This design comes from an exercise in tuning for a short achievable clock period and few clock cycles on the open sky130 flow, not from production work. Where RTL was checked, it was by simulation tests only, not by an equivalence proof against the original. The RTL of runs 1 to 3 was laid out without a check of its function. Power figures rest on the tool's default switching activity, not on a simulated workload.

File: design.v
package rv_pkg;
  localparam int XLEN       = 32;
  localparam int REG_ADDR_W = 5;
  typedef logic [XLEN-1:0]       word_t;
  typedef logic [REG_ADDR_W-1:0] reg_addr_t;
  localparam logic [6:0] OP_LUI    = 7'b0110111;
  localparam logic [6:0] OP_LOAD   = 7'b0000011;
  localparam logic [6:0] OP_STORE  = 7'b0100011;
  localparam logic [6:0] OP_R_IMM  = 7'b0010011;
  localparam logic [6:0] OP_R_TYPE = 7'b0110011;
  localparam logic [2:0] F3_WORD = 3'b010;
  localparam int A_ADD  = 0;
  localparam int A_SUB  = 1;
  localparam int A_SLL  = 2;
  localparam int A_SLT  = 3;
  localparam int A_SLTU = 4;
  localparam int A_XOR  = 5;
  localparam int A_SRL  = 6;
  localparam int A_SRA  = 7;
  localparam int A_OR   = 8;
  localparam int A_AND  = 9;
  localparam int A_N    = 10;
endpackage
`timescale 1ns/1ps
module reg_file (
  input  logic              sys_clk,
  input  logic [31:1]       rd1_sel,
  input  logic [31:1]       rd2_sel,
  output rv_pkg::word_t     rs1_rdata,
  output rv_pkg::word_t     rs2_rdata,
  input  logic [31:1]       wr_en,
  input  rv_pkg::word_t     wr_data
);
  rv_pkg::word_t regs [1:31];
  always_ff @(posedge sys_clk) begin
    for (int i = 1; i < 32; i++) begin
      if (wr_en[i]) begin
        regs[i] <= wr_data;
      end
    end
  end
  always_comb begin
    rs1_rdata = '0;
    rs2_rdata = '0;
    for (int i = 1; i < 32; i++) begin
      rs1_rdata = rs1_rdata | ({32{rd1_sel[i]}} & regs[i]);
      rs2_rdata = rs2_rdata | ({32{rd2_sel[i]}} & regs[i]);
    end
  end
endmodule
`timescale 1ns/1ps
module fetch_decode (
  input  rv_pkg::word_t       instr,
  output logic                is_instr,    
  output logic                is_load,
  output logic                is_store,
  output logic                reg_write,   
  output logic                use_imm,
  output rv_pkg::reg_addr_t   rs1,         
  output rv_pkg::reg_addr_t   rs2,         
  output logic                use_rs1,
  output logic                use_rs2,
  output rv_pkg::reg_addr_t   rd,
  output logic [rv_pkg::A_N-1:0] alu_sel,
  output rv_pkg::word_t       imm
);
  logic [6:0] opcode;
  logic [2:0] f3;
  logic       alt;
  logic       lui, ld, st, opi, opr;
  assign opcode = instr[6:0];
  assign f3     = instr[14:12];
  assign alt    = instr[30];
  assign lui = (opcode == rv_pkg::OP_LUI);
  assign ld  = (opcode == rv_pkg::OP_LOAD)  && (f3 == rv_pkg::F3_WORD);
  assign st  = (opcode == rv_pkg::OP_STORE) && (f3 == rv_pkg::F3_WORD);
  assign opi = (opcode == rv_pkg::OP_R_IMM);
  assign opr = (opcode == rv_pkg::OP_R_TYPE);
  assign is_instr  = lui || ld || st || opi || opr;
  assign is_load   = ld;
  assign is_store  = st;
  assign rd        = instr[11:7];
  assign reg_write = (lui || ld || opi || opr) && (instr[11:7] != '0);
  assign use_imm   = !opr;
  assign use_rs1   = ld || st || opi || opr;
  assign use_rs2   = st || opr;
  assign rs1       = use_rs1 ? instr[19:15] : '0;
  assign rs2       = use_rs2 ? instr[24:20] : '0;
  always_comb begin
    if (lui)     imm = {instr[31:12], 12'b0};
    else if (st) imm = {{20{instr[31]}}, instr[31:25], instr[11:7]};
    else         imm = {{20{instr[31]}}, instr[31:20]};
  end
  always_comb begin
    alu_sel = '0;
    if (opi || opr) begin
      case (f3)
        3'd0: if (opr && alt) alu_sel[rv_pkg::A_SUB] = 1'b1; else alu_sel[rv_pkg::A_ADD] = 1'b1;
        3'd1: alu_sel[rv_pkg::A_SLL]  = 1'b1;
        3'd2: alu_sel[rv_pkg::A_SLT]  = 1'b1;
        3'd3: alu_sel[rv_pkg::A_SLTU] = 1'b1;
        3'd4: alu_sel[rv_pkg::A_XOR]  = 1'b1;
        3'd5: if (alt) alu_sel[rv_pkg::A_SRA] = 1'b1; else alu_sel[rv_pkg::A_SRL] = 1'b1;
        3'd6: alu_sel[rv_pkg::A_OR]   = 1'b1;
        default: alu_sel[rv_pkg::A_AND] = 1'b1;
      endcase
    end else begin
      alu_sel[rv_pkg::A_ADD] = 1'b1;   
    end
  end
endmodule
`timescale 1ns/1ps
module execute_stage (
  input  rv_pkg::word_t e_a,        
  input  rv_pkg::word_t e_b,        
  input  rv_pkg::word_t m_res,      
  input  logic          fwd_a,      
  input  logic          fwd_b,      
  input  logic          sub,        
  input  logic          k_add00,    
  input  logic          k_add10,    
  input  logic          k_add01,    
  input  logic          k_sub01,    
  input  logic          k_add11,    
  input  logic          k_slt,      
  input  logic          k_sltu,     
  input  logic          k_sll,
  input  logic          k_srl,
  input  logic          k_sra,
  input  logic          k_xor,
  input  logic          k_or,
  input  logic          k_and,
  output rv_pkg::word_t result,
  output rv_pkg::word_t addr        
);
  logic [32:0]   s00, s10, s01, d01;
  rv_pkg::word_t s11;
  logic          lt00, lt10, lt01, ltu00, ltu10, ltu01;
  logic          lt, ltu;
  rv_pkg::word_t op_a, op_b;
  rv_pkg::word_t sll, srl, sra;
  assign s00 = {1'b0, e_a}   + {1'b0, e_b} + {32'b0, sub};
  assign s10 = {1'b0, m_res} + {1'b0, e_b} + {32'b0, sub};
  assign s01 = {1'b0, e_a}   + {1'b0, m_res};
  assign d01 = {1'b0, e_a}   + {1'b0, ~m_res} + 33'd1;
  assign s11 = sub ? 32'b0 : {m_res[30:0], 1'b0};
  assign ltu00 = !s00[32];
  assign ltu10 = !s10[32];
  assign ltu01 = !d01[32];
  assign lt00  = (e_a[31]   == e_b[31]) ? e_a[31]   : ltu00;
  assign lt10  = (m_res[31] == e_b[31]) ? m_res[31] : ltu10;
  assign lt01  = (e_a[31]   != m_res[31]) ? e_a[31] : ltu01;
  assign ltu = fwd_a ? (fwd_b ? 1'b0 : ltu10) : (fwd_b ? ltu01 : ltu00);
  assign lt  = fwd_a ? (fwd_b ? 1'b0 : lt10)  : (fwd_b ? lt01  : lt00);
  assign op_a = fwd_a ? m_res : e_a;
  assign op_b = fwd_b ? m_res : e_b;
  assign sll  = op_a << op_b[4:0];
  assign srl  = op_a >> op_b[4:0];
  assign sra  = rv_pkg::word_t'($signed(op_a) >>> op_b[4:0]);
  assign result = ({32{k_add00}} & s00[31:0])
                | ({32{k_add10}} & s10[31:0])
                | ({32{k_add01}} & s01[31:0])
                | ({32{k_sub01}} & d01[31:0])
                | ({32{k_add11}} & s11)
                | {31'b0, (k_slt && lt) || (k_sltu && ltu)}
                | ({32{k_sll}}   & sll)
                | ({32{k_srl}}   & srl)
                | ({32{k_sra}}   & sra)
                | ({32{k_xor}}   & (op_a ^ op_b))
                | ({32{k_or}}    & (op_a | op_b))
                | ({32{k_and}}   & (op_a & op_b));
  assign addr = fwd_a ? s10[31:0] : s00[31:0];
endmodule
`timescale 1ns/1ps
module memory_writeback (
  input  logic          wb_is_load,
  input  rv_pkg::word_t wb_alu,
  input  rv_pkg::word_t dmem_read_data,
  output rv_pkg::word_t wb_data
);
  assign wb_data = wb_is_load ? dmem_read_data : wb_alu;
endmodule
`timescale 1ns/1ps
module riscv_core #(
  parameter rv_pkg::word_t RESET_PC = 32'h0
) (
  input  logic  sys_clk,
  input  logic  reset_n,
  output rv_pkg::word_t imem_addr,
  input  rv_pkg::word_t imem_read_data,
  output logic  dmem_read_cmd_valid,
  output logic  dmem_write_cmd_valid,
  output rv_pkg::word_t dmem_addr,
  output rv_pkg::word_t dmem_write_data,
  input  rv_pkg::word_t dmem_read_data
);
  localparam int N = rv_pkg::A_N;
  logic          fetch_valid;    
  logic          skid_valid;     
  rv_pkg::word_t skid;
  rv_pkg::word_t f_instr;
  logic          stall;
  assign f_instr = skid_valid ? skid : imem_read_data;
  logic              f_is_instr, f_is_load, f_is_store, f_reg_write, f_use_imm;
  logic              f_use1, f_use2;
  rv_pkg::reg_addr_t f_rs1, f_rs2, f_rd;
  logic [N-1:0]      f_alu_sel;
  rv_pkg::word_t     f_imm;
  fetch_decode i_fetch_decode (
    .instr     (f_instr),
    .is_instr  (f_is_instr),
    .is_load   (f_is_load),
    .is_store  (f_is_store),
    .reg_write (f_reg_write),
    .use_imm   (f_use_imm),
    .rs1       (f_rs1),
    .rs2       (f_rs2),
    .use_rs1   (f_use1),
    .use_rs2   (f_use2),
    .rd        (f_rd),
    .alu_sel   (f_alu_sel),
    .imm       (f_imm)
  );
  logic              d_valid, d_is_load, d_is_store, d_reg_write, d_use_imm, d_early;
  logic              d_use1, d_use2, d_sub;
  rv_pkg::reg_addr_t d_rs1_raw, d_rs2_raw;
  rv_pkg::reg_addr_t d_rs1, d_rs2, d_rd;
  logic [N-1:0]      d_alu_sel;
  rv_pkg::word_t     d_imm;
  always_ff @(posedge sys_clk) begin
    if (!reset_n) begin
      imem_addr   <= RESET_PC;
      fetch_valid <= 1'b0;
      skid_valid  <= 1'b0;
      d_valid     <= 1'b0;
    end else begin
      fetch_valid <= 1'b1;
      if (stall) begin
        if (!skid_valid) begin
          skid_valid <= fetch_valid;
        end
      end else begin
        imem_addr  <= imem_addr + 32'd4;
        skid_valid <= 1'b0;
        d_valid    <= (skid_valid || fetch_valid) && f_is_instr;
      end
    end
  end
  always_ff @(posedge sys_clk) begin
    if (stall && !skid_valid) begin
      skid <= imem_read_data;
    end
    if (!stall) begin
      d_is_load   <= f_is_load;
      d_is_store  <= f_is_store;
      d_reg_write <= f_reg_write;
      d_use_imm   <= f_use_imm;
      d_early     <= f_is_load && (f_rs1 == '0);
      d_rs1       <= f_rs1;
      d_rs1_raw   <= f_instr[19:15];
      d_rs2_raw   <= f_instr[24:20];
      d_use1      <= f_use1;
      d_use2      <= f_use2;
      d_sub       <= f_alu_sel[rv_pkg::A_SUB] || f_alu_sel[rv_pkg::A_SLT] || f_alu_sel[rv_pkg::A_SLTU];
      d_rs2       <= f_rs2;
      d_rd        <= f_rd;
      d_alu_sel   <= f_alu_sel;
      d_imm       <= f_use_imm ? (f_imm ^ {32{f_alu_sel[rv_pkg::A_SLT] || f_alu_sel[rv_pkg::A_SLTU]}}) : '0;
    end
  end
  logic              e_valid, e_is_load, e_is_store, e_reg_write;
  logic              e_late_mem;     
  rv_pkg::reg_addr_t e_rd;
  logic              e_fwd_a, e_fwd_b, e_fwd_s;
  logic              e_sub, e_k_add00, e_k_add10, e_k_add01, e_k_sub01, e_k_add11;
  logic              e_k_slt, e_k_sltu, e_k_sll, e_k_srl, e_k_sra, e_k_xor, e_k_or, e_k_and;
  rv_pkg::word_t     e_a, e_b, e_s;
  logic              m_alu_write;    
  logic              m_load_write;   
  logic              m_early_write;  
  rv_pkg::reg_addr_t m_rd;
  rv_pkg::word_t     m_res;
  logic              w_is_load;
  logic [31:1]       w_we;
  rv_pkg::word_t     w_alu;
  rv_pkg::word_t     w_data;
  memory_writeback i_memory_writeback (
    .wb_is_load     (w_is_load),
    .wb_alu         (w_alu),
    .dmem_read_data (dmem_read_data),
    .wb_data        (w_data)
  );
  logic [31:1]   r1_sel, r2_sel;      
  logic          r1_m, r2_m;          
  logic          r1_in, r2_in;        
  logic          r1_w, r2_w;          
  logic          r1_byp, r2_byp;      
  logic          st_e, st_m;          
  rv_pkg::word_t rf_rs1, rf_rs2;
  reg_file i_reg_file (
    .sys_clk   (sys_clk),
    .rd1_sel   (r1_sel),
    .rd2_sel   (r2_sel),
    .rs1_rdata (rf_rs1),
    .rs2_rdata (rf_rs2),
    .wr_en     (w_we),
    .wr_data   (w_data)
  );
  rv_pkg::word_t d_v1, d_v2;
  assign d_v1 = r1_byp ? (({32{r1_m}} & m_res) | ({32{r1_in}} & dmem_read_data) | ({32{r1_w}} & w_alu))
                      : rf_rs1;
  assign d_v2 = r2_byp ? (({32{r2_m}} & m_res) | ({32{r2_in}} & dmem_read_data) | ({32{r2_w}} & w_alu))
                      : rf_rs2;
  assign stall = d_valid && (st_e || st_m);
  rv_pkg::reg_addr_t n_rs1, n_rs2;    
  logic              n_use1, n_use2;
  logic              e_alu_write, e_early_write, e_late_write, m_write;
  assign n_rs1  = stall ? d_rs1_raw : f_instr[19:15];
  assign n_rs2  = stall ? d_rs2_raw : f_instr[24:20];
  assign n_use1 = stall ? d_use1 : f_use1;
  assign n_use2 = stall ? d_use2 : f_use2;
  assign e_alu_write   = e_valid && e_reg_write && !e_is_load;
  assign e_early_write = e_valid && e_reg_write && e_is_load && !e_late_mem;
  assign e_late_write  = e_valid && e_reg_write && e_is_load && e_late_mem;
  assign m_write       = m_alu_write || m_load_write || m_early_write;
  function automatic logic [31:1] onehot(input rv_pkg::reg_addr_t r);
    onehot = '0;
    for (int i = 1; i < 32; i++) begin
      if (r == 5'(i)) onehot[i] = 1'b1;
    end
  endfunction
  logic e1, e2, m1, m2, n1_m, n1_l, n1_w, n2_m, n2_l, n2_w;
  assign e1   = (e_rd == n_rs1);
  assign e2   = (e_rd == n_rs2);
  assign m1   = (m_rd == n_rs1);
  assign m2   = (m_rd == n_rs2);
  assign n1_m = e_alu_write && e1;
  assign n1_l = e_early_write && e1;
  assign n1_w = m_write && m1 && !((e_alu_write || e_early_write) && e1);
  assign n2_m = e_alu_write && e2;
  assign n2_l = e_early_write && e2;
  assign n2_w = m_write && m2 && !((e_alu_write || e_early_write) && e2);
  always_ff @(posedge sys_clk) begin
    r1_sel <= onehot(n_rs1) & {31{n_use1}};
    r2_sel <= onehot(n_rs2) & {31{n_use2}};
    r1_byp <= (n1_m || n1_l || n1_w) && n_use1;
    r2_byp <= (n2_m || n2_l || n2_w) && n_use2;
    r1_m   <= n1_m;
    r2_m   <= n2_m;
    r1_in  <= n1_l || (n1_w && m_load_write);
    r2_in  <= n2_l || (n2_w && m_load_write);
    r1_w   <= n1_w && !m_load_write;
    r2_w   <= n2_w && !m_load_write;
    st_e   <= !stall && d_valid && d_is_load && d_reg_write &&
              (((d_rd == f_instr[19:15]) && f_use1) || ((d_rd == f_instr[24:20]) && f_use2));
    st_m   <= e_late_write && ((e1 && n_use1) || (e2 && n_use2));
  end
  logic load_early_now;
  assign load_early_now = d_valid && d_early && !stall && !(e_valid && e_late_mem);
  always_ff @(posedge sys_clk) begin
    if (!reset_n) begin
      e_valid <= 1'b0;
    end else begin
      e_valid <= d_valid && !stall;
    end
    e_late_mem <= (d_is_load && !load_early_now) || d_is_store;
  end
  logic d_fwd_a, d_fwd_b, d_add;
  assign d_fwd_a = e_alu_write && (e_rd == d_rs1);
  assign d_fwd_b = e_alu_write && (e_rd == d_rs2) && !d_use_imm;
  assign d_add   = d_alu_sel[rv_pkg::A_ADD] || d_alu_sel[rv_pkg::A_SUB];
  always_ff @(posedge sys_clk) begin
    e_is_load   <= d_is_load;
    e_is_store  <= d_is_store;
    e_reg_write <= d_reg_write;
    e_rd        <= d_rd;
    e_fwd_a     <= d_fwd_a;
    e_fwd_b     <= d_fwd_b;
    e_fwd_s     <= e_alu_write && (e_rd == d_rs2);
    e_sub       <= d_sub;
    e_k_add00   <= d_add && !d_fwd_a && !d_fwd_b;
    e_k_add10   <= d_add &&  d_fwd_a && !d_fwd_b;
    e_k_add01   <= d_alu_sel[rv_pkg::A_ADD] && !d_fwd_a && d_fwd_b;
    e_k_sub01   <= d_alu_sel[rv_pkg::A_SUB] && !d_fwd_a && d_fwd_b;
    e_k_add11   <= d_add &&  d_fwd_a &&  d_fwd_b;
    e_k_slt     <= d_alu_sel[rv_pkg::A_SLT];
    e_k_sltu    <= d_alu_sel[rv_pkg::A_SLTU];
    e_k_sll     <= d_alu_sel[rv_pkg::A_SLL];
    e_k_srl     <= d_alu_sel[rv_pkg::A_SRL];
    e_k_sra     <= d_alu_sel[rv_pkg::A_SRA];
    e_k_xor     <= d_alu_sel[rv_pkg::A_XOR];
    e_k_or      <= d_alu_sel[rv_pkg::A_OR];
    e_k_and     <= d_alu_sel[rv_pkg::A_AND];
    e_a         <= d_v1;
    e_b         <= d_imm | ({32{!d_use_imm}} & (d_v2 ^ {32{d_sub}}));
    e_s         <= d_v2;
  end
  rv_pkg::word_t alu_result, st_data, addr;
  assign st_data = e_fwd_s ? m_res : e_s;
  execute_stage i_execute_stage (
    .e_a     (e_a),
    .e_b     (e_b),
    .m_res   (m_res),
    .fwd_a   (e_fwd_a),
    .fwd_b   (e_fwd_b),
    .sub     (e_sub),
    .k_add00 (e_k_add00),
    .k_add10 (e_k_add10),
    .k_add01 (e_k_add01),
    .k_sub01 (e_k_sub01),
    .k_add11 (e_k_add11),
    .k_slt   (e_k_slt),
    .k_sltu  (e_k_sltu),
    .k_sll   (e_k_sll),
    .k_srl   (e_k_srl),
    .k_sra   (e_k_sra),
    .k_xor   (e_k_xor),
    .k_or    (e_k_or),
    .k_and   (e_k_and),
    .result  (alu_result),
    .addr    (addr)
  );
  always_ff @(posedge sys_clk) begin
    if (!reset_n) begin
      dmem_read_cmd_valid  <= 1'b0;
      dmem_write_cmd_valid <= 1'b0;
      m_alu_write          <= 1'b0;
      m_load_write         <= 1'b0;
      m_early_write        <= 1'b0;
    end else begin
      dmem_read_cmd_valid  <= (e_valid && e_is_load && e_late_mem) || load_early_now;
      dmem_write_cmd_valid <= e_valid && e_is_store;
      m_alu_write          <= e_alu_write;
      m_load_write         <= e_late_write;
      m_early_write        <= e_early_write;
    end
  end
  always_ff @(posedge sys_clk) begin
    m_rd            <= e_rd;
    m_res           <= alu_result;
    dmem_addr       <= (d_early && !(e_valid && e_late_mem)) ? d_imm : addr;
    dmem_write_data <= st_data;
  end
  always_ff @(posedge sys_clk) begin
    if (!reset_n) begin
      w_we      <= '0;
      w_is_load <= 1'b0;
    end else begin
      w_we      <= m_write ? onehot(m_rd) : '0;
      w_is_load <= m_load_write;
    end
  end
  always_ff @(posedge sys_clk) begin
    w_alu <= m_early_write ? dmem_read_data : m_res;
  end
endmodule
File: run.sh
#!/bin/bash
# synth_recipe.tcl (not shown) runs the flow's synth.tcl, then flattens the netlist and writes it again
# the make line also repeats each setting of config.mk as NAME=value (left out here)
make -C /OpenROAD-flow-scripts/flow DESIGN_CONFIG=/design/flow/config.mk WORK_HOME=/design/flow/orfs CLKGATE_MAP_FILE= SYNTH_SCRIPT=/design/flow/synth_recipe.tcl finish
File: config.mk
export PLATFORM = sky130hd
export DESIGN_NAME = riscv_core
export DESIGN_NICKNAME = riscv_core
export VERILOG_FILES = /design/flow/design.v
export SDC_FILE = /design/flow/constraint.sdc
export NUM_CORES = 4
export LEC_CHECK = 0
export ABC_CLOCK_PERIOD_IN_PS = 2500
export CAP_MARGIN = 20
export CORE_MARGIN = 2
export CORE_UTILIZATION = 40
export SETUP_SLACK_MARGIN = 4.5
export SLEW_MARGIN = 20
File: constraint.sdc
create_clock -name core_clock -period 7.6 [get_ports {sys_clk}]
set_input_delay 1.5200 -clock core_clock [delete_from_list [all_inputs] [get_ports {sys_clk}]]
set_output_delay 1.5200 -clock core_clock [all_outputs]
set_load 0.01 [all_outputs]
==> results of run 1 <==
==> cell families after synthesis <==
| logic type | Yosys count | synth area share (%) |
|---|---|---|
| flip-flops | 1497 | 57.2 |
| AND/OR/NAND/NOR | 1355 | 8.75 |
| AO/OA/AOI/OAI | 2051 | 21.0 |
| XOR/XNOR | 165 | 2.02 |
| multiplexers | 293 | 4.33 |
| other | 1 | 0.00525 |
| adder cells (fa/ha/maj) | 197 | 3.51 |
| buffers and inverters | 581 | 3.19 |
==> worst max-delay path, stage by stage (launching register included) <==
cell and delay [ns]:
dfxtp_4 0.37, fa_2 0.42, inv_2 0.08, fa_2 0.22, nand2b_4 0.14, a21oi_4 0.06
o211ai_1 0.19, buf_4 0.17, a21oi_2 0.06, buf_6 0.13, o211ai_1 0.42, a21oi_2 0.15
nor2b_2 0.19, o21ai_2 0.09, and4b_1 0.23, o41ai_4 0.63
==> through the flow <==
stage	power (uW)	util [%]
global placement	10600	42.7
finish	19000	47.8
detailed placement	10600	42.7
floorplan	10000	-
CTS	18700	46.6
global route	19400	47.8
==> final cells by class <==
| class | instances | area [um2] |
|---|---|---|
| diodes | 7 | 17.5 |
| clock buffers | 218 | 4460 |
| clock inverters | 81 | 1020 |
| fillers | 16000 | 92900 |
| inverters | 170 | 674 |
| multi-input cells | 4067 | 30900 |
| flip-flops and latches | 1497 | 41100 |
| well taps | 2355 | 2950 |
| repair buffers | 452 | 4040 |
| repair inverters | 1 | 8.76 |
==> power breakdown <==
part,internal (uW),switching [uW],leakage [uW]
registers,8950,163,0.0133
clock network,4660,3560,0.00264
logic,564,1080,0.0135
==> registers in the layout (all words and copies together) (netlist names), 10 cells and up <==
signal / flops
d_alu_sel: 10
r2_sel: 31
w_alu: 32
e_s: 32
w_we: 31
r1_sel: 31
i_reg_file.regs: 992
skid: 32
e_a: 32
m_res: 32
dmem_write_data: 32
imem_addr: 30
dmem_addr: 32
d_imm: 32
e_b: 32
==> cell usage after synthesis, drive strengths merged (11+ instances only) <==
cell type	n
a2111oi	11
a211oi	42
a21o	38
a21oi	313
a221o	14
a221oi	351
a22o	323
a22oi	404
a31oi	85
and2	15
and3	18
buf	102
clkbuf	309
dfxtp	410
edfxtp	1087
ha	191
inv	167
mux2	94
mux2i	197
nand2	396
nand2b	42
nand3	142
nand4	153
nor2	388
nor2b	24
nor3	116
nor4	15
o211ai	39
o21a	18
o21ai	225
o21bai	53
o221ai	18
o22ai	16
o31ai	16
or3	17
xnor2	101
xor2	64
==> worst paths after layout <==
path | slack, ns | endpoint
setup / recovery | 3.86 | m_res[0]$_DFF_P_
hold / removal | 0.34 | e_k_xor$_DFF_P_
setup reg to reg | 3.86 | m_res[0]$_DFF_P_
hold reg to reg | 0.34 | e_k_xor$_DFF_P_
==> per-layer routing <==
layer,vias to the layer above,global-route usage [%]
li1,24700,-
met3,1478,14.6
met4,16,22.1
met2,5969,49.2
met5,-,0
met1,30800,48.4
==> what timing repair did <==
action | in CTS | in global routing
gates cloned | 3 | 7
pin swaps | 55 | 100
buffers inserted | 57 | 78
hold buffers | 0 | 0
setup endpoints to repair | 216 | 124
resized for setup | 378 | 314
==> reports/metrics.yaml, run 1 <==
logic_synthesis:
  synth_edf_count: 1087
  synth_area_um2: 71500
  avgSynthCellArea_um2: 11.6
  synth_cell_type_count: 91
  synth_cells: 6140
  yosysTopAreaCell: "edfxtp_1"
  ys_warn_count: 4
  synth_top_cell_area_share_pct: 45.7
  ys_dominant_reg_cell: "edfxtp_1"
  yosysSeqAreaShare_pct: 57.2
  ys_async_sr_fraction_pct: 0
  ys_ff_latch: 1497
  synthTopCellsByArea: "edfxtp_1 46%, dfxtp_1 11%, a221oi_1 4.3%"
drt:
  ant_nets: 0
  wl_met1_um: 125000
  first_pass_iters: 9
  wl_per_cell_um: 38.9
  via_count: 63000
  dr.max_layer_used: "met5"
  dr_wl_met2_um: 135000
  drc: 0
  vias_per_cell: 7.12
  drt_iter0_drc: 11500
  dr_wl_met3_um: 57100
  drt_wl_total_um: 345000
timing:
  worst_clock_skew_ns: 0.0530
  timing.hold.ws_ns: 0.339
  timing.final.crit_share_pct: 49.2
  fmax_ghz: 0.267
  tns_ns: 0
  tightest_slew_ns: 1.28
  setup_violations: 0
  setup_slack_ns: 3.86
  finalMaxSlewViolations: 0
  slew_headroom_pct: 14.2
  hold_viol: 0
  fin_crit_ns: 3.74
  grt_setup_unrepaired: "yes"
setup_path:
  worstSetupPathType: "flip-flop to flip-flop"
  cp-end-kind: "flip-flop"
  crit_fanout: 4
  critPathLaunchType: "flip-flop"
  worst_ep_arrival_time_ns: 4.40
  rr_worst_depth: 15
  critPathLaunch: "e_a[0]$_DFF_P_"
  required_ns: 8.26
  timing.rr.start: "e_a[0]$_DFF_P_"
worst_hold_path:
  holdPathStages: 0
  hold_class: "flip-flop to flip-flop"
  worstHoldStart: "d_alu_sel[5]$_SDFFCE_PN0N_"
place:
  place_congestion: 1.02
  dp_cells: 8397
  dp_hpwl_um: 203000
  place_area_um2: 76000
  dp_slack_ns: 3.03
  io_buffers: 161
clock_tree:
  clockBufferDepth: 3
  cts_tree: "done"
  clockRootBuffer: "clkbuf_16"
  clkTransAtPathRegs_ns: 0.06
  cts_max_level: 4
  cts.sinks: 1497
  clk-insertion-delay-late_ns: 0.85
  cts_made_buffers: 162
floorplanning:
  rows: 155
  die_h_um: 427
  start_util_pct: 40.1
  die_w_um: 427
  ioPinCount: 164
  core_um2: 178000
  die_area_um2: 182000
job:
  max_cap_violations: 0
pwr:
  cellLeakagePower_uw: 0.0294
  powerDensity_nw_per_um2: 223
  ir_drop_mv: 0.251
run_status:
  status: "complete, no violations"
global_routing:
  grt.overflow.total: 0
  grt_pass1_vias: 58500
  antenna_found_initial: 13
  grt_usage_pct: 36.4
  grt_max_degree: 65
  grt_pass1_wl_um: 464000
layout:
  final_cell_mix: "1087 x edfxtp_1, 400 x a22oi_1, 390 x nand2_1"
  areaGrowthSynthToFinish_pct: 19.2
  final_common_cell: "edfxtp_1"
  nets: 6614
  final_cells: 8848
  drive_above_1_share_pct: 18.2
  final_area_um2: 85200
==> run 2, diff against run 1 <==
--- a/design.v
+++ b/design.v
@@ -130,6 +130,8 @@
   input  logic          k_xor,
   input  logic          k_or,
   input  logic          k_and,
+  input  logic          k_ld,       
+  input  rv_pkg::word_t ld_data,
   output rv_pkg::word_t result,
   output rv_pkg::word_t addr        
 );
@@ -168,7 +170,8 @@
                 | ({32{k_sra}}   & sra)
                 | ({32{k_xor}}   & (op_a ^ op_b))
                 | ({32{k_or}}    & (op_a | op_b))
-                | ({32{k_and}}   & (op_a & op_b));
+                | ({32{k_and}}   & (op_a & op_b))
+                | ({32{k_ld}}    & ld_data);
   assign addr = fwd_a ? s10[31:0] : s00[31:0];
 endmodule
 `timescale 1ns/1ps
@@ -223,6 +226,8 @@
   );
   logic              d_valid, d_is_load, d_is_store, d_reg_write, d_use_imm, d_early;
   logic              d_use1, d_use2, d_sub;
+  logic              d_issued;   
+  logic              f_super;    
   rv_pkg::reg_addr_t d_rs1_raw, d_rs2_raw;
   rv_pkg::reg_addr_t d_rs1, d_rs2, d_rd;
   logic [N-1:0]      d_alu_sel;
@@ -255,7 +260,8 @@
       d_is_store  <= f_is_store;
       d_reg_write <= f_reg_write;
       d_use_imm   <= f_use_imm;
-      d_early     <= f_is_load && (f_rs1 == '0);
+      d_early     <= (f_is_load || f_is_store) && (f_rs1 == '0);
+      d_issued    <= f_super;
       d_rs1       <= f_rs1;
       d_rs1_raw   <= f_instr[19:15];
       d_rs2_raw   <= f_instr[24:20];
@@ -269,6 +275,7 @@
     end
   end
   logic              e_valid, e_is_load, e_is_store, e_reg_write;
+  logic              e_super;        
   logic              e_late_mem;     
   rv_pkg::reg_addr_t e_rd;
   logic              e_fwd_a, e_fwd_b, e_fwd_s;
@@ -319,8 +326,8 @@
   assign n_rs2  = stall ? d_rs2_raw : f_instr[24:20];
   assign n_use1 = stall ? d_use1 : f_use1;
   assign n_use2 = stall ? d_use2 : f_use2;
-  assign e_alu_write   = e_valid && e_reg_write && !e_is_load;
-  assign e_early_write = e_valid && e_reg_write && e_is_load && !e_late_mem;
+  assign e_alu_write   = e_valid && e_reg_write && (!e_is_load || e_super);
+  assign e_early_write = e_valid && e_reg_write && e_is_load && !e_late_mem && !e_super;
   assign e_late_write  = e_valid && e_reg_write && e_is_load && e_late_mem;
   assign m_write       = m_alu_write || m_load_write || m_early_write;
   function automatic logic [31:1] onehot(input rv_pkg::reg_addr_t r);
@@ -351,24 +358,30 @@
     r2_in  <= n2_l || (n2_w && m_load_write);
     r1_w   <= n1_w && !m_load_write;
     r2_w   <= n2_w && !m_load_write;
-    st_e   <= !stall && d_valid && d_is_load && d_reg_write &&
+    st_e   <= !stall && d_valid && d_is_load && d_reg_write && !d_issued &&
               (((d_rd == f_instr[19:15]) && f_use1) || ((d_rd == f_instr[24:20]) && f_use2));
     st_m   <= e_late_write && ((e1 && n_use1) || (e2 && n_use2));
   end
-  logic load_early_now;
-  assign load_early_now = d_valid && d_early && !stall && !(e_valid && e_late_mem);
+  logic early_now, load_early_now, store_early_now;
+  assign early_now       = d_valid && d_early && !d_issued && !stall && !(e_valid && e_late_mem) &&
+                           !(d_is_store && e_alu_write && (e_rd == d_rs2));
+  assign load_early_now  = early_now && d_is_load;
+  assign store_early_now = early_now && d_is_store;
+  assign f_super = (skid_valid || fetch_valid) && f_is_load && (f_rs1 == '0) && !stall &&
+                   !(d_valid && (d_is_load || d_is_store) && !d_issued) &&
+                   !(e_valid && e_late_mem);
   always_ff @(posedge sys_clk) begin
     if (!reset_n) begin
       e_valid <= 1'b0;
     end else begin
       e_valid <= d_valid && !stall;
     end
-    e_late_mem <= (d_is_load && !load_early_now) || d_is_store;
+    e_late_mem <= (d_is_load || d_is_store) && !early_now && !d_issued;
   end
   logic d_fwd_a, d_fwd_b, d_add;
   assign d_fwd_a = e_alu_write && (e_rd == d_rs1);
   assign d_fwd_b = e_alu_write && (e_rd == d_rs2) && !d_use_imm;
-  assign d_add   = d_alu_sel[rv_pkg::A_ADD] || d_alu_sel[rv_pkg::A_SUB];
+  assign d_add   = (d_alu_sel[rv_pkg::A_ADD] && !d_issued) || d_alu_sel[rv_pkg::A_SUB];
   always_ff @(posedge sys_clk) begin
     e_is_load   <= d_is_load;
     e_is_store  <= d_is_store;
@@ -378,6 +391,7 @@
     e_fwd_b     <= d_fwd_b;
     e_fwd_s     <= e_alu_write && (e_rd == d_rs2);
     e_sub       <= d_sub;
+    e_super     <= d_issued;
     e_k_add00   <= d_add && !d_fwd_a && !d_fwd_b;
     e_k_add10   <= d_add &&  d_fwd_a && !d_fwd_b;
     e_k_add01   <= d_alu_sel[rv_pkg::A_ADD] && !d_fwd_a && d_fwd_b;
@@ -417,6 +431,8 @@
     .k_xor   (e_k_xor),
     .k_or    (e_k_or),
     .k_and   (e_k_and),
+    .k_ld    (e_super),
+    .ld_data (dmem_read_data),
     .result  (alu_result),
     .addr    (addr)
   );
@@ -428,8 +444,8 @@
       m_load_write         <= 1'b0;
       m_early_write        <= 1'b0;
     end else begin
-      dmem_read_cmd_valid  <= (e_valid && e_is_load && e_late_mem) || load_early_now;
-      dmem_write_cmd_valid <= e_valid && e_is_store;
+      dmem_read_cmd_valid  <= (e_valid && e_is_load && e_late_mem) || load_early_now || f_super;
+      dmem_write_cmd_valid <= (e_valid && e_is_store && e_late_mem) || store_early_now;
       m_alu_write          <= e_alu_write;
       m_load_write         <= e_late_write;
       m_early_write        <= e_early_write;
@@ -438,8 +454,9 @@
   always_ff @(posedge sys_clk) begin
     m_rd            <= e_rd;
     m_res           <= alu_result;
-    dmem_addr       <= (d_early && !(e_valid && e_late_mem)) ? d_imm : addr;
-    dmem_write_data <= st_data;
+    dmem_addr       <= f_super ? f_imm :
+                       (d_early && !(e_valid && e_late_mem)) ? d_imm : addr;
+    dmem_write_data <= (e_valid && e_late_mem) ? st_data : d_v2;
   end
   always_ff @(posedge sys_clk) begin
     if (!reset_n) begin
==> run 2 against run 1 <==
  * Power fell by 0.47%
  * Final area grew 3.3%
  * Clock skew is 0.0025 ns lower
  * Worst setup slack improved by 0.33 ns
  * First-iteration DRC count shrank 2.4%
  * Cell count grew 2.8%
  * Flip-flop and latch count grew 2
  * Die area up 0.77%
  * Clock power down 2.4%
  * Still clean
  * Hold slack better by 0.0033 ns
  * Critical endpoint unchanged
  * Largest power group unchanged
==> reports/metrics.yaml, run 2 <==
timing:
  hold_viol: 0  # unchanged
  timing.hold.ws_ns: 0.342  # +0.00327 ns
  setup_violations: 0  # unchanged
  grt_setup_unrepaired: "yes"
  fmax_ghz: 0.293  # +9.8%
  tns_ns: 0  # unchanged
  timing.final.crit_share_pct: 44.8  # -4.4 points
  slew_headroom_pct: 10.2  # -4.0 points
  fin_crit_ns: 3.41  # -0.334 ns
  worst_clock_skew_ns: 0.0504  # -0.00255 ns
  finalMaxSlewViolations: 0  # unchanged
  tightest_slew_ns: 1.34  # +0.0588 ns
global_routing:
  grt_usage_pct: 38.2  # +1.9 points
  grt.overflow.total: 0  # unchanged
  grt_pass1_vias: 60900  # +4.0%
  grt_max_degree: 65  # unchanged
  grt_pass1_wl_um: 493000  # +6.3%
  antenna_found_initial: 25  # +12
logic_synthesis:
  synth_area_um2: 72000  # +0.78%
  synth_cell_type_count: 84  # -7.7%
  synth_top_cell_area_share_pct: 45.4  # -0.31 points
  synth_edf_count: 1088  # +0.092%
  yosysTopAreaCell: "edfxtp_1"
  avgSynthCellArea_um2: 11.5  # -0.93%
  yosysSeqAreaShare_pct: 56.8  # -0.37 points
  ys_ff_latch: 1499  # +0.13%
  ys_dominant_reg_cell: "edfxtp_1"
  synth_most_common_cell: "edfxtp_1"
  synth_cells: 6246  # +1.7%
  synthTopCellsByArea: "edfxtp_1 45%, dfxtp_1 11%, a22oi_1 4.4%"
  ys_top_cells_by_count: "1088 x edfxtp_1, 443 x nand2_1, 419 x a22oi_1"
  ys_async_sr_fraction_pct: 0  # unchanged
  ys_warn_count: 4  # unchanged
clock_tree:
  cts_tree: "done"
  clk-insertion-delay-late_ns: 0.84  # about the same
  clkTransAtPathRegs_ns: 0.07  # about the same
  cts.sinks: 1499  # +0.13%
  cts_made_buffers: 160  # -1.2%
  cts_max_level: 4  # unchanged
  clockRootBuffer: "clkbuf_16"
  clockBufferDepth: 3  # unchanged
setup_path:
  worstSetupPathType: "flip-flop to flip-flop"
  crit_fanout: 18  # +14
  regToRegSetupSlack_ns: 4.19  # +0.33 ns
  worst_ep_arrival_time_ns: 4.10  # -0.30 ns
  cp-end-kind: "flip-flop"
  required_ns: 8.29  # +0.03 ns
  critPathLaunchType: "flip-flop"
drt:
  vias_per_cell: 7.17  # +0.77%
  ant_nets: 0  # unchanged
  drt_wl_total_um: 367000  # +6.4%
  wl_per_cell_um: 40.3  # +3.5%
  first_pass_iters: 9  # unchanged
  via_count: 65300  # +3.6%
  drt_iter0_drc: 11300  # -2.4%
  drc: 0  # unchanged
layout:
  final_common_cell: "edfxtp_1"
  top_register: "i_reg_file.regs"
  final_cell_mix: "1088 x edfxtp_1, 425 x nand2_1, 416 x a22oi_1"
  nets: 6866  # +3.8%
  drive_above_1_share_pct: 21.2  # +3.0 points
  largest_register_ffs: 992  # unchanged
  final_cells: 9100  # +2.8%
  areaGrowthSynthToFinish_pct: 22.2
pwr:
  ir_drop_mv: 0.210  # -16%
  p_comb_share_pct: 9.4  # +0.8 points
  p_sw_uw: 4770  # -0.61%
  cellLeakagePower_uw: 0.0306  # +4.0%
  p_int_uw: 14100  # -0.42%
  powerDensity_nw_per_um2: 215  # -3.7%
  power_frac_clock_pct: 42.5  # -0.8 points
  p_seq_share_pct: 48.2  # +0.2 points
  netSwitchingFraction_pct: 25.3  # -0.036 points
floorplanning:
  start_util_pct: 40.3  # +0.18 points
  ioPinCount: 164  # unchanged
  die_area_um2: 183000  # +0.77%
  core_um2: 179000  # +0.33%
  die_h_um: 428  # +0.39%
  die_w_um: 428  # +0.39%
  rows: 155  # unchanged
run_status:
  status: "complete, no violations"
place:
  place_congestion: 1.04  # +1.4%
  io_buffers: 161  # unchanged
  dp_hpwl_um: 223000  # +10%
  dp_cells: 8532  # +1.6%
worst_hold_path:
  hold_class: "flip-flop to flip-flop"
job:
  max_cap_violations: 0  # unchanged
## run 2: kinds of logic after synthesis
| logic type | Yosys count | share of synthesized area [%] |
|---|---|---|
| flip-flops | 1499 | 56.8 |
| AND/OR/NAND/NOR | 1364 | 8.77 |
| buffers and inverters | 596 | 3.19 |
| other | 1 | 0.00521 |
| multiplexers | 284 | 4.08 |
| adder cells (fa/ha/maj) | 197 | 3.48 |
| XOR/XNOR | 174 | 2.12 |
| AO/OA/AOI/OAI | 2131 | 21.6 |
## run 2: worst max-delay path, cell delays in order (launching register included)
cell       delay [ns]
dfxtp_2          0.34
buf_12           0.14
buf_4            0.16
mux2i_4          0.24
buf_12           0.19
inv_12           0.07
bufbuf_16        0.30
ha_1             0.19
nand2_1          0.05
o21ai_0          0.20
a221oi_2         0.48
nand4_1          0.30
nand3b_1         0.24
or3_1            0.35
## run 2: power by group through the flow
stage | clock network [uW] | logic (uW) | registers (uW)
2_1_floorplan | 0 | 770 | 9200
3_3_place_gp | 0 | 1300 | 9270
3_5_place_dp | 0 | 1300 | 9280
4_1_cts | 8040 | 1580 | 9090
5_1_grt | 8340 | 1840 | 9090
6_report | 8020 | 1770 | 9100
## run 2: metrics by stage
step	total power [uW]	util [%]	setup slack, ns	instance area, um2
2_1_floorplan	9970	-	4.34	72300
6_report	18900	49.3	4.19	88000
3_5_place_dp	10600	43.0	2.65	76800
4_1_cts	18700	48.1	4.25	85900
5_1_grt	19300	49.3	4.18	88000
3_3_place_gp	10600	43.0	2.37	76800
## run 2: what timing repair did
item	4_1_cts	5_1_grt
setup endpoints to repair	284	157
gates resized for setup	667	252
setup buffers	143	108
pin swaps	146	127
hold buffers	0	0
gates cloned	8	3
## run 2: layout make-up
cell class,count,area [um2]
fill,15700,90600
tap,2355,2950
clock inverter,85,827
inverter,177,713
multi-input combinational,4155,32400
timing repair buffer,610,5490
antenna,8,20.0
sequential,1499,41200
clock buffer,211,4470
## run 2: path summary, 6_finish.rpt
kind / startpoint / end / cells after the start
max reg2reg: m_res[0]$_DFF_P_ / m_res[0]$_DFF_P_ / 13
min: d_alu_sel[6]$_SDFFCE_PN0N_ / e_k_srl$_DFF_P_ / 0
min reg2reg: d_alu_sel[6]$_SDFFCE_PN0N_ / e_k_srl$_DFF_P_ / 0
max: m_res[0]$_DFF_P_ / m_res[0]$_DFF_P_ / 13
## run 2: routing by layer
| metal | up-vias | GRT usage [%] | wire (um) |
|---|---|---|---|
| met5 | - | 0.182 | 62 |
| met4 | 10 | 21.6 | 27400 |
| met3 | 1552 | 13.8 | 57600 |
| met2 | 6122 | 53.0 | 145000 |
| met1 | 32100 | 51.4 | 136000 |
| li1 | 25400 | - | - |
==> run 3, diff against run 2 <==
--- a/design.v
+++ b/design.v
@@ -114,6 +114,7 @@
   input  rv_pkg::word_t e_a,        
   input  rv_pkg::word_t e_b,        
   input  rv_pkg::word_t m_res,      
+  input  rv_pkg::word_t m_res_n,    
   input  logic          fwd_a,      
   input  logic          fwd_b,      
   input  logic          sub,        
@@ -122,8 +123,12 @@
   input  logic          k_add01,    
   input  logic          k_sub01,    
   input  logic          k_add11,    
-  input  logic          k_slt,      
-  input  logic          k_sltu,     
+  input  logic          k_lt00,     
+  input  logic          k_lt10,     
+  input  logic          k_lt01,     
+  input  logic          k_ltu00,    
+  input  logic          k_ltu10,
+  input  logic          k_ltu01,
   input  logic          k_sll,
   input  logic          k_srl,
   input  logic          k_sra,
@@ -138,13 +143,12 @@
   logic [32:0]   s00, s10, s01, d01;
   rv_pkg::word_t s11;
   logic          lt00, lt10, lt01, ltu00, ltu10, ltu01;
-  logic          lt, ltu;
   rv_pkg::word_t op_a, op_b;
   rv_pkg::word_t sll, srl, sra;
   assign s00 = {1'b0, e_a}   + {1'b0, e_b} + {32'b0, sub};
   assign s10 = {1'b0, m_res} + {1'b0, e_b} + {32'b0, sub};
   assign s01 = {1'b0, e_a}   + {1'b0, m_res};
-  assign d01 = {1'b0, e_a}   + {1'b0, ~m_res} + 33'd1;
+  assign d01 = {1'b0, e_a}   + {1'b0, m_res_n} + 33'd1;
   assign s11 = sub ? 32'b0 : {m_res[30:0], 1'b0};
   assign ltu00 = !s00[32];
   assign ltu10 = !s10[32];
@@ -152,8 +156,6 @@
   assign lt00  = (e_a[31]   == e_b[31]) ? e_a[31]   : ltu00;
   assign lt10  = (m_res[31] == e_b[31]) ? m_res[31] : ltu10;
   assign lt01  = (e_a[31]   != m_res[31]) ? e_a[31] : ltu01;
-  assign ltu = fwd_a ? (fwd_b ? 1'b0 : ltu10) : (fwd_b ? ltu01 : ltu00);
-  assign lt  = fwd_a ? (fwd_b ? 1'b0 : lt10)  : (fwd_b ? lt01  : lt00);
   assign op_a = fwd_a ? m_res : e_a;
   assign op_b = fwd_b ? m_res : e_b;
   assign sll  = op_a << op_b[4:0];
@@ -164,7 +166,8 @@
                 | ({32{k_add01}} & s01[31:0])
                 | ({32{k_sub01}} & d01[31:0])
                 | ({32{k_add11}} & s11)
-                | {31'b0, (k_slt && lt) || (k_sltu && ltu)}
+                | {31'b0, (k_lt00 && lt00) || (k_lt10 && lt10) || (k_lt01 && lt01) ||
+                          (k_ltu00 && ltu00) || (k_ltu10 && ltu10) || (k_ltu01 && ltu01)}
                 | ({32{k_sll}}   & sll)
                 | ({32{k_srl}}   & srl)
                 | ({32{k_sra}}   & sra)
@@ -280,13 +283,15 @@
   rv_pkg::reg_addr_t e_rd;
   logic              e_fwd_a, e_fwd_b, e_fwd_s;
   logic              e_sub, e_k_add00, e_k_add10, e_k_add01, e_k_sub01, e_k_add11;
-  logic              e_k_slt, e_k_sltu, e_k_sll, e_k_srl, e_k_sra, e_k_xor, e_k_or, e_k_and;
+  logic              e_k_lt00, e_k_lt10, e_k_lt01, e_k_ltu00, e_k_ltu10, e_k_ltu01;
+  logic              e_k_sll, e_k_srl, e_k_sra, e_k_xor, e_k_or, e_k_and;
   rv_pkg::word_t     e_a, e_b, e_s;
   logic              m_alu_write;    
   logic              m_load_write;   
   logic              m_early_write;  
   rv_pkg::reg_addr_t m_rd;
   rv_pkg::word_t     m_res;
+  rv_pkg::word_t     m_res_n;        
   logic              w_is_load;
   logic [31:1]       w_we;
   rv_pkg::word_t     w_alu;
@@ -314,9 +319,9 @@
     .wr_data   (w_data)
   );
   rv_pkg::word_t d_v1, d_v2;
-  assign d_v1 = r1_byp ? (({32{r1_m}} & m_res) | ({32{r1_in}} & dmem_read_data) | ({32{r1_w}} & w_alu))
+  assign d_v1 = r1_byp ? (({32{r1_m}} & ~m_res_n) | ({32{r1_in}} & dmem_read_data) | ({32{r1_w}} & w_alu))
                       : rf_rs1;
-  assign d_v2 = r2_byp ? (({32{r2_m}} & m_res) | ({32{r2_in}} & dmem_read_data) | ({32{r2_w}} & w_alu))
+  assign d_v2 = r2_byp ? (({32{r2_m}} & ~m_res_n) | ({32{r2_in}} & dmem_read_data) | ({32{r2_w}} & w_alu))
                       : rf_rs2;
   assign stall = d_valid && (st_e || st_m);
   rv_pkg::reg_addr_t n_rs1, n_rs2;    
@@ -397,8 +402,12 @@
     e_k_add01   <= d_alu_sel[rv_pkg::A_ADD] && !d_fwd_a && d_fwd_b;
     e_k_sub01   <= d_alu_sel[rv_pkg::A_SUB] && !d_fwd_a && d_fwd_b;
     e_k_add11   <= d_add &&  d_fwd_a &&  d_fwd_b;
-    e_k_slt     <= d_alu_sel[rv_pkg::A_SLT];
-    e_k_sltu    <= d_alu_sel[rv_pkg::A_SLTU];
+    e_k_lt00    <= d_alu_sel[rv_pkg::A_SLT]  && !d_fwd_a && !d_fwd_b;
+    e_k_lt10    <= d_alu_sel[rv_pkg::A_SLT]  &&  d_fwd_a && !d_fwd_b;
+    e_k_lt01    <= d_alu_sel[rv_pkg::A_SLT]  && !d_fwd_a &&  d_fwd_b;
+    e_k_ltu00   <= d_alu_sel[rv_pkg::A_SLTU] && !d_fwd_a && !d_fwd_b;
+    e_k_ltu10   <= d_alu_sel[rv_pkg::A_SLTU] &&  d_fwd_a && !d_fwd_b;
+    e_k_ltu01   <= d_alu_sel[rv_pkg::A_SLTU] && !d_fwd_a &&  d_fwd_b;
     e_k_sll     <= d_alu_sel[rv_pkg::A_SLL];
     e_k_srl     <= d_alu_sel[rv_pkg::A_SRL];
     e_k_sra     <= d_alu_sel[rv_pkg::A_SRA];
@@ -410,11 +419,12 @@
     e_s         <= d_v2;
   end
   rv_pkg::word_t alu_result, st_data, addr;
-  assign st_data = e_fwd_s ? m_res : e_s;
+  assign st_data = e_fwd_s ? ~m_res_n : e_s;
   execute_stage i_execute_stage (
     .e_a     (e_a),
     .e_b     (e_b),
     .m_res   (m_res),
+    .m_res_n (m_res_n),
     .fwd_a   (e_fwd_a),
     .fwd_b   (e_fwd_b),
     .sub     (e_sub),
@@ -423,8 +433,12 @@
     .k_add01 (e_k_add01),
     .k_sub01 (e_k_sub01),
     .k_add11 (e_k_add11),
-    .k_slt   (e_k_slt),
-    .k_sltu  (e_k_sltu),
+    .k_lt00  (e_k_lt00),
+    .k_lt10  (e_k_lt10),
+    .k_lt01  (e_k_lt01),
+    .k_ltu00 (e_k_ltu00),
+    .k_ltu10 (e_k_ltu10),
+    .k_ltu01 (e_k_ltu01),
     .k_sll   (e_k_sll),
     .k_srl   (e_k_srl),
     .k_sra   (e_k_sra),
@@ -454,6 +468,7 @@
   always_ff @(posedge sys_clk) begin
     m_rd            <= e_rd;
     m_res           <= alu_result;
+    m_res_n         <= ~alu_result;
     dmem_addr       <= f_super ? f_imm :
                        (d_early && !(e_valid && e_late_mem)) ? d_imm : addr;
     dmem_write_data <= (e_valid && e_late_mem) ? st_data : d_v2;
@@ -468,6 +483,6 @@
     end
   end
   always_ff @(posedge sys_clk) begin
-    w_alu <= m_early_write ? dmem_read_data : m_res;
+    w_alu <= m_early_write ? dmem_read_data : ~m_res_n;
   end
 endmodule
==> run 3 against run 2 <==
  * Critical path type unchanged
  * Largest power group unchanged
  * Flip-flop and latch count rose by 36
  * Cell count up 2.0%
  * Routed wire length increased by 0.30%
  * Sequential power rose by 2%
  * Utilization is 0.60 points lower
  * Still clean on timing, DRC and antenna
  * Worst setup slack got worse by 0.42 ns
==> reports/metrics.yaml, run 3 <==
timing:
  grt_setup_unrepaired: "yes"
  setup_violations: 0  # unchanged
  fmax_ghz: 0.261  # -11%
  worst_clock_skew_ns: 0.0325  # -0.0179 ns
  setup_slack_ns: 3.77  # -0.420 ns
  slew_headroom_pct: 12.6  # +2.4 points
  timing.final.crit_share_pct: 50.4  # +5.5 points
  finalMaxSlewViolations: 0  # unchanged
  hold_viol: 0  # unchanged
  fin_crit_ns: 3.83  # +0.420 ns
  tns_ns: 0  # unchanged
  tightest_slew_ns: 1.30  # -0.0356 ns
floorplanning:
  rows: 157  # +1.3%
  die_w_um: 433  # +1.1%
  start_util_pct: 40.2  # -0.080 points
  ioPinCount: 164  # unchanged
  die_area_um2: 188000  # +2.3%
  die_h_um: 433  # +1.1%
  core_um2: 183000  # +2.5%
logic_synthesis:
  yosysSeqAreaShare_pct: 56.5  # -0.30 points
  yosysTopAreaCell: "edfxtp_1"
  ys_top_cells_by_count: "1088 x edfxtp_1, 447 x dfxtp_1, 419 x nand2_1"
  synth_area_um2: 73700  # +2.3%
  synth_most_common_cell: "edfxtp_1"
  synthTopCellsByArea: "edfxtp_1 44%, dfxtp_1 12%, a22oi_1 4.2%"
  ys_dominant_reg_cell: "edfxtp_1"
  ys_warn_count: 4  # unchanged
  synth_edf_count: 1088  # unchanged
  synth_cells: 6355  # +1.7%
  synth_top_cell_area_share_pct: 44.3  # -1.0 points
  avgSynthCellArea_um2: 11.6  # +0.54%
  synth_cell_type_count: 87  # +3.6%
  ys_ff_latch: 1535  # +2.4%
  ys_async_sr_fraction_pct: 0  # unchanged
drt:
  vias_per_cell: 7.12  # -0.75%
  ant_nets: 0  # unchanged
  wl_per_cell_um: 39.6  # -1.6%
  drt_iter0_drc: 12300  # +9.1%
  first_pass_iters: 8  # -1
  drc: 0  # unchanged
  via_count: 66000  # +1.2%
  drt_wl_total_um: 368000  # +0.30%
global_routing:
  grt_pass1_vias: 62000  # +1.9%
  antenna_found_initial: 16  # -36%
  grt_usage_pct: 38.1  # -0.13 points
  grt_max_degree: 68  # +4.6%
  grt_pass1_wl_um: 497000  # +0.78%
  grt.overflow.total: 0  # unchanged
pwr:
  cellLeakagePower_uw: 0.0312  # +2.2%
  powerDensity_nw_per_um2: 210  # -2.1%
  ir_drop_mv: 0.205  # -2.7%
clock_tree:
  clockRootBuffer: "clkbuf_16"
  clkTransAtPathRegs_ns: 0.06  # about the same
  hold_buffers: 0  # unchanged
  cts_tree: "done"
  cts_made_buffers: 165  # +3.1%
  cts_max_level: 4  # unchanged
  clockBufferDepth: 3  # unchanged
  clk-insertion-delay-late_ns: 0.84  # about the same
  cts.sinks: 1535  # +2.4%
place:
  place_congestion: 1.02  # -1.1%
  dp_hpwl_um: 223000  # about the same
  io_buffers: 161  # unchanged
  dp_slack_ns: 2.39  # -0.263 ns
setup_path:
  required_ns: 8.32  # +0.03 ns
  crit_fanout: 4  # -14
  cp-end-kind: "flip-flop"
  critPathLaunchType: "flip-flop"
  worst_ep_arrival_time_ns: 4.54  # +0.44 ns
  worstSetupPathType: "flip-flop to flip-flop"
layout:
  final_cell_mix: "1088 x edfxtp_1, 409 x a22oi_1, 406 x nand2_1"
  top_register: "i_reg_file.regs"
  largest_register_ffs: 992  # unchanged
  drive_above_1_share_pct: 19.6  # -1.6 points
  final_common_cell: "edfxtp_1"
  nets: 6926  # +0.87%
  areaGrowthSynthToFinish_pct: 20.9
job:
  max_cap_violations: 0  # unchanged
run_status:
  status: "complete, no violations"
worst_hold_path:
  hold_class: "flip-flop to flip-flop"
-- run 3: critical path: stages (launching register included) --
cell and delay [ns]:
dfxtp_4 0.41, fa_2 0.24, inv_2 0.04, fa_2 0.35
nor2b_2 0.16, o2111ai_2 0.16, a31oi_1 0.25, buf_4 0.19
o211ai_1 0.08, buf_4 0.18, o31ai_4 0.37, o31a_1 0.20
buf_6 0.14, buf_6 0.11, a21oi_2 0.04, a41o_1 0.22
a211o_1 0.26, or3_1 0.31
-- run 3: worst paths after layout --
kind / startpoint / slack [ns] / end / cells past startpoint
worst max-delay path: m_res[0]$_DFF_P_ / 3.77 / m_res[30]$_DFF_P_ / 17
worst min-delay path: d_alu_sel[8]$_SDFFCE_PN0N_ / 0.33 / e_k_or$_DFF_P_ / 0
worst max register to register: m_res[0]$_DFF_P_ / 3.77 / m_res[30]$_DFF_P_ / 17
worst min register to register: d_alu_sel[8]$_SDFFCE_PN0N_ / 0.33 / e_k_or$_DFF_P_ / 0
-- run 3: cells by family after synthesis --
group	count (synthesis)	synth area share, %
mux	311	4.49
other cells	1	0.00509
simple gates	1399	8.93
buf+inv	575	3.08
xor+xnor	213	2.53
compound gates	2124	21.1
fa+ha+maj	197	3.41
flops	1535	56.5
-- run 3: per-layer routing --
metal | GRT usage [%] | wire length, um | vias to the layer above | share of wire, %
li1 | - | - | 25800 | -
met1 | 50.4 | 135000 | 32200 | 37
met2 | 51.3 | 143000 | 6387 | 39
met3 | 16.4 | 61400 | 1653 | 17
met4 | 22.3 | 28300 | 24 | 7.7
met5 | 0.364 | 529 | - | 0.14
-- run 3: power by group --
group / switching, uW / total, uW / leakage, uW / internal, uW
registers: 145 / 9240 / 0.0136 / 9100
clock network: 3500 / 7940 / 0.00253 / 4440
logic: 986 / 1540 / 0.0150 / 553
total: 4630 / 18700 / 0.0312 / 14100
-- run 3: final cells by class --
cell class,instances,area [um2]
Sequential cell,1535,41800
Timing Repair Buffer,541,5190
Antenna cell,17,42.5
Clock inverter,92,805
Multi-Input combinational cell,4247,33100
Inverter,172,681
Timing Repair inverter,1,8.76
Tap cell,2464,3080
Fill cell,16400,94000
Clock buffer,209,4400
-- run 3: what timing repair did --
item | CTS | global route
setup buffers | 131 | 71
gates resized for setup | 618 | 255
endpoints found under the setup margin | 310 | 213
gates cloned | 12 | 0
pin swaps | 92 | 103
-- run 3: stage by stage --
step           std cells  util (%)  total power (uW)  hold WS, ns  instance area [um2]
6_report            9278      48.7             18700        0.333                89100
4_1_cts             9189      47.7             18600        0.333                87300
2_1_floorplan       6356         -             10100        0.323                74000
5_1_grt             9264      48.6             19100        0.347                89100
3_3_place_gp        8745      42.9             10600        0.326                78500
3_5_place_dp        8745      42.9             10600        0.328                78500
==> run 4, diff against run 3 <==
--- a/design.v
+++ b/design.v
@@ -129,6 +129,9 @@
   input  logic          k_ltu00,    
   input  logic          k_ltu10,
   input  logic          k_ltu01,
+  input  logic [3:0]    sh_lo,      
+  input  logic [3:0]    sh_mid,     
+  input  logic          sh_hi,      
   input  logic          k_sll,
   input  logic          k_srl,
   input  logic          k_sra,
@@ -145,6 +148,9 @@
   logic          lt00, lt10, lt01, ltu00, ltu10, ltu01;
   rv_pkg::word_t op_a, op_b;
   rv_pkg::word_t sll, srl, sra;
+  logic [3:0]    s_lo, s_mid;
+  logic          s_hi, fill;
+  rv_pkg::word_t l1, l2, r1, r2;
   assign s00 = {1'b0, e_a}   + {1'b0, e_b} + {32'b0, sub};
   assign s10 = {1'b0, m_res} + {1'b0, e_b} + {32'b0, sub};
   assign s01 = {1'b0, e_a}   + {1'b0, m_res};
@@ -158,9 +164,31 @@
   assign lt01  = (e_a[31]   != m_res[31]) ? e_a[31] : ltu01;
   assign op_a = fwd_a ? m_res : e_a;
   assign op_b = fwd_b ? m_res : e_b;
-  assign sll  = op_a << op_b[4:0];
-  assign srl  = op_a >> op_b[4:0];
-  assign sra  = rv_pkg::word_t'($signed(op_a) >>> op_b[4:0]);
+  assign s_lo  = fwd_b ? (4'b0001 << m_res[1:0]) : sh_lo;
+  assign s_mid = fwd_b ? (4'b0001 << m_res[3:2]) : sh_mid;
+  assign s_hi  = fwd_b ? m_res[4] : sh_hi;
+  assign fill  = k_sra && op_a[31];
+  always_comb begin
+    for (int i = 0; i < 32; i++) begin
+      l1[i] = (s_lo[0] && op_a[i]) || (s_lo[1] && (i >= 1) && op_a[(i + 31) % 32]) ||
+              (s_lo[2] && (i >= 2) && op_a[(i + 30) % 32]) || (s_lo[3] && (i >= 3) && op_a[(i + 29) % 32]);
+      r1[i] = (s_lo[0] && op_a[i]) || (s_lo[1] && ((i + 1 < 32) ? op_a[(i + 1) % 32] : fill)) ||
+              (s_lo[2] && ((i + 2 < 32) ? op_a[(i + 2) % 32] : fill)) ||
+              (s_lo[3] && ((i + 3 < 32) ? op_a[(i + 3) % 32] : fill));
+    end
+    for (int i = 0; i < 32; i++) begin
+      l2[i] = (s_mid[0] && l1[i]) || (s_mid[1] && (i >= 4) && l1[(i + 28) % 32]) ||
+              (s_mid[2] && (i >= 8) && l1[(i + 24) % 32]) || (s_mid[3] && (i >= 12) && l1[(i + 20) % 32]);
+      r2[i] = (s_mid[0] && r1[i]) || (s_mid[1] && ((i + 4 < 32) ? r1[(i + 4) % 32] : fill)) ||
+              (s_mid[2] && ((i + 8 < 32) ? r1[(i + 8) % 32] : fill)) ||
+              (s_mid[3] && ((i + 12 < 32) ? r1[(i + 12) % 32] : fill));
+    end
+    for (int i = 0; i < 32; i++) begin
+      sll[i] = s_hi ? ((i >= 16) && l2[(i + 16) % 32]) : l2[i];
+      srl[i] = s_hi ? ((i + 16 < 32) ? r2[(i + 16) % 32] : fill) : r2[i];
+    end
+  end
+  assign sra = srl;
   assign result = ({32{k_add00}} & s00[31:0])
                 | ({32{k_add10}} & s10[31:0])
                 | ({32{k_add01}} & s01[31:0])
@@ -169,8 +197,7 @@
                 | {31'b0, (k_lt00 && lt00) || (k_lt10 && lt10) || (k_lt01 && lt01) ||
                           (k_ltu00 && ltu00) || (k_ltu10 && ltu10) || (k_ltu01 && ltu01)}
                 | ({32{k_sll}}   & sll)
-                | ({32{k_srl}}   & srl)
-                | ({32{k_sra}}   & sra)
+                | ({32{k_srl || k_sra}} & srl)
                 | ({32{k_xor}}   & (op_a ^ op_b))
                 | ({32{k_or}}    & (op_a | op_b))
                 | ({32{k_and}}   & (op_a & op_b))
@@ -286,6 +313,8 @@
   logic              e_k_lt00, e_k_lt10, e_k_lt01, e_k_ltu00, e_k_ltu10, e_k_ltu01;
   logic              e_k_sll, e_k_srl, e_k_sra, e_k_xor, e_k_or, e_k_and;
   rv_pkg::word_t     e_a, e_b, e_s;
+  logic [3:0]        e_sh_lo, e_sh_mid;
+  logic              e_sh_hi;
   logic              m_alu_write;    
   logic              m_load_write;   
   logic              m_early_write;  
@@ -416,6 +445,9 @@
     e_k_and     <= d_alu_sel[rv_pkg::A_AND];
     e_a         <= d_v1;
     e_b         <= d_imm | ({32{!d_use_imm}} & (d_v2 ^ {32{d_sub}}));
+    e_sh_lo     <= 4'b0001 << (d_use_imm ? d_imm[1:0] : d_v2[1:0]);
+    e_sh_mid    <= 4'b0001 << (d_use_imm ? d_imm[3:2] : d_v2[3:2]);
+    e_sh_hi     <= d_use_imm ? d_imm[4] : d_v2[4];
     e_s         <= d_v2;
   end
   rv_pkg::word_t alu_result, st_data, addr;
@@ -439,6 +471,9 @@
     .k_ltu00 (e_k_ltu00),
     .k_ltu10 (e_k_ltu10),
     .k_ltu01 (e_k_ltu01),
+    .sh_lo   (e_sh_lo),
+    .sh_mid  (e_sh_mid),
+    .sh_hi   (e_sh_hi),
     .k_sll   (e_k_sll),
     .k_srl   (e_k_srl),
     .k_sra   (e_k_sra),
==> run 4 against run 3 <==
  * Still clean
  * Via count up 0.33%
  * Power up 2.3%
  * Sequential share of layout area down 0.37 points
  * Critical endpoint is now m_res[0]$_DFF_P_
==> reports/metrics.yaml, run 4 <==
run_status:
  status: "complete, no violations"
timing:
  fmax_ghz: 0.291  # +12%
  setup_violations: 0  # unchanged
  timing.hold.ws_ns: 0.317  # -0.0163 ns
  hold_viol: 0  # unchanged
  fin_crit_ns: 3.43  # -0.397 ns
  worst_clock_skew_ns: 0.0599  # +0.0274 ns
  timing.final.crit_share_pct: 45.1  # -5.2 points
  tns_ns: 0  # unchanged
  slew_headroom_pct: 6.12  # -6.5 points
  grt_setup_unrepaired: "yes"
  setup_slack_ns: 4.17  # +0.397 ns
  finalMaxSlewViolations: 0  # unchanged
  tightest_slew_ns: 1.40  # +0.0964 ns
drt:
  ant_nets: 0  # unchanged
  first_pass_iters: 10  # +2
  drc: 0  # unchanged
  drt_iter0_drc: 12600  # +2.1%
  via_count: 66300  # +0.33%
  wl_per_cell_um: 39.4  # -0.54%
  drt_wl_total_um: 366000  # -0.54%
  vias_per_cell: 7.14  # +0.33%
layout:
  fillers: 16100  # -1.9%
  drive_above_1_share_pct: 21.8  # +2.2 points
  largest_register_ffs: 992  # unchanged
  nets: 6927  # +0.014%
  final_cell_mix: "1088 x edfxtp_1, 418 x a22oi_1, 358 x nand2_1"
  multi_input_area_um2: 33100  # +0.16%
  final_cells: 9278  # unchanged
  final_common_cell: "edfxtp_1"
  register_area_um2: 42000  # +0.48%
  areaGrowthSynthToFinish_pct: 22.8
  top_register: "i_reg_file.regs"
  final_area_um2: 90200  # +1.3%
global_routing:
  grt_usage_pct: 37.8  # -0.33 points
  grt.overflow.total: 0  # unchanged
  grt_pass1_vias: 61900  # -0.087%
  antenna_found_initial: 14  # -2
  grt_pass1_wl_um: 493000  # -0.90%
  grt_max_degree: 71  # +4.4%
setup_path:
  worstSetupPathType: "flip-flop to flip-flop"
  critPathSlowestCell: "dfxtp_4"
  cp-end-kind: "flip-flop"
  cp_top_family: "simple AND/OR/NAND/NOR gates"
  required_ns: 8.13  # -0.19 ns
  critPathLaunchType: "flip-flop"
  slowest_delay_ns: 0.45  # +0.04 ns
  worst_ep_arrival_time_ns: 3.96  # -0.58 ns
  crit_chain: "clkinvlp_4, ha_4, fa_1, nand2b_4, a21oi_4, o2111ai_4, nand3_4, and3_4, o21ai_2, nand2b_1, a211o_1, nand4b_1"
  path_buf_inv: 1  # -4
  timing.rr.start: "m_res_n[0]$_DFF_P_"
  critPathLaunch: "m_res_n[0]$_DFF_P_"
  regToRegSetupSlack_ns: 4.17  # +0.40 ns
  crit_fanout: 3  # -1
logic_synthesis:
  avgSynthCellArea_um2: 11.7  # +0.88%
  synth_cell_type_count: 97  # +11%
  synth_cells: 6281  # -1.2%
  synthTopCellsByArea: "edfxtp_1 44%, dfxtp_1 12%, a22oi_1 4.4%"
  yosysSeqAreaShare_pct: 56.9  # +0.41 points
  yosysTopAreaCell: "edfxtp_1"
  ys_dominant_reg_cell: "edfxtp_1"
  ys_ff_latch: 1544  # +0.59%
  synth_area_um2: 73500  # -0.29%
  synth_most_common_cell: "edfxtp_1"
  synth_top_cell_area_share_pct: 44.5  # +0.13 points
  ys_warn_count: 5  # +1
  synth_edf_count: 1088  # unchanged
  ys_async_sr_fraction_pct: 0  # unchanged
  ys_top_cells_by_count: "1088 x edfxtp_1, 456 x dfxtp_1, 426 x a22oi_1"
clock_tree:
  clockBufferDepth: 3  # unchanged
  clockRootBuffer: "clkbuf_16"
  cts_tree: "done"
  cts_max_level: 4  # unchanged
  cts_made_buffers: 164  # -0.61%
  cts.sinks: 1544  # +0.59%
  clk-insertion-delay-late_ns: 0.86  # +0.02 ns
  clkTransAtPathRegs_ns: 0.06  # about the same
pwr:
  powerDensity_nw_per_um2: 212  # +0.98%
  cellLeakagePower_uw: 0.0316  # +1.2%
  ir_drop_mv: 0.186  # -9.0%
place:
  dp_slack_ns: 2.67  # +0.281 ns
  place_area_um2: 78400  # -0.18%
  place_congestion: 1.04  # +2.1%
  dp_cells: 8689  # -0.64%
  io_buffers: 161  # unchanged
  dp_hpwl_um: 221000  # -1.2%
floorplanning:
  ioPinCount: 164  # unchanged
  die_h_um: 433  # -0.15%
  die_w_um: 433  # -0.15%
  die_area_um2: 187000  # -0.29%
  core_um2: 183000  # -0.11%
  rows: 157  # unchanged
  start_util_pct: 40.2  # -0.074 points
job:
  max_cap_violations: 0  # unchanged
worst_hold_path:
  worstHoldStart: "d_alu_sel[9]$_SDFFCE_PN0N_"
  hold_class: "flip-flop to flip-flop"
[run 4: worst paths after layout]
check / to / cells past startpoint
worst max register to register: m_res[0]$_DFF_P_ / 12
worst min register to register: e_k_and$_DFF_P_ / 0
worst max-delay path: m_res[0]$_DFF_P_ / 12
worst min-delay path: e_k_and$_DFF_P_ / 0
[run 4: timing repair]
item | 4_1_cts | 5_1_grt
setup endpoints to repair | 327 | 211
cloned | 4 | 1
gates resized for setup | 614 | 297
pin swaps | 123 | 162
hold buffers | 0 | 0
buffers inserted | 154 | 115
[run 4: final cells by class]
cell class	instances	share of cell area, %
Inverter	174	0.750
Clock inverter	93	1.36
Timing Repair Buffer	615	6.24
Clock buffer	210	4.92
Multi-Input combinational cell	4166	36.7
Antenna cell	12	0.0333
Sequential cell	1544	46.6
Tap cell	2464	3.42
[run 4: layer usage]
layer	vias to the layer above	global-route usage, %	share of wire [%]
met5	-	0	0.055
met4	24	25.4	9.0
met3	1788	16.1	16
met2	6367	51.5	39
met1	32200	48.3	36
li1	25900	-	-
[run 4: where the power goes]
part | internal [uW] | switching, uW | total (uW)
clock network | 4810 | 3660 | 8470
logic | 491 | 877 | 1370
registers | 9150 | 160 | 9310
total | 14400 | 4700 | 19100
[run 4: cells by family after synthesis]
logic type | Yosys count | share of synthesized area (%)
flops | 1544 | 56.9
mux | 215 | 3.31
simple gates | 1373 | 9.17
other cells | 1 | 0.00510
fa+ha+maj | 196 | 3.40
compound gates | 2172 | 21.7
buf+inv | 573 | 3.06
xor+xnor | 207 | 2.47
[run 4: per-stage QoR]
step	utilization [%]	power, uW
floorplan	-	10100
global placement	42.8	10600
detailed placement	42.9	10600
CTS	48.0	19000
global route	49.3	19600
finish	49.3	19100
Testbench counts of run 4, summed over its fixed seeds: cycles 12,194.

Check on run 4: ideal ports give 4.169 ns setup slack; a clkbuf_16 on the clock port and buf_2 on the inputs give 4.169 ns; moving port delays by the midpoint clock arrival (0.926 ns) as well gives 3.351 ns.
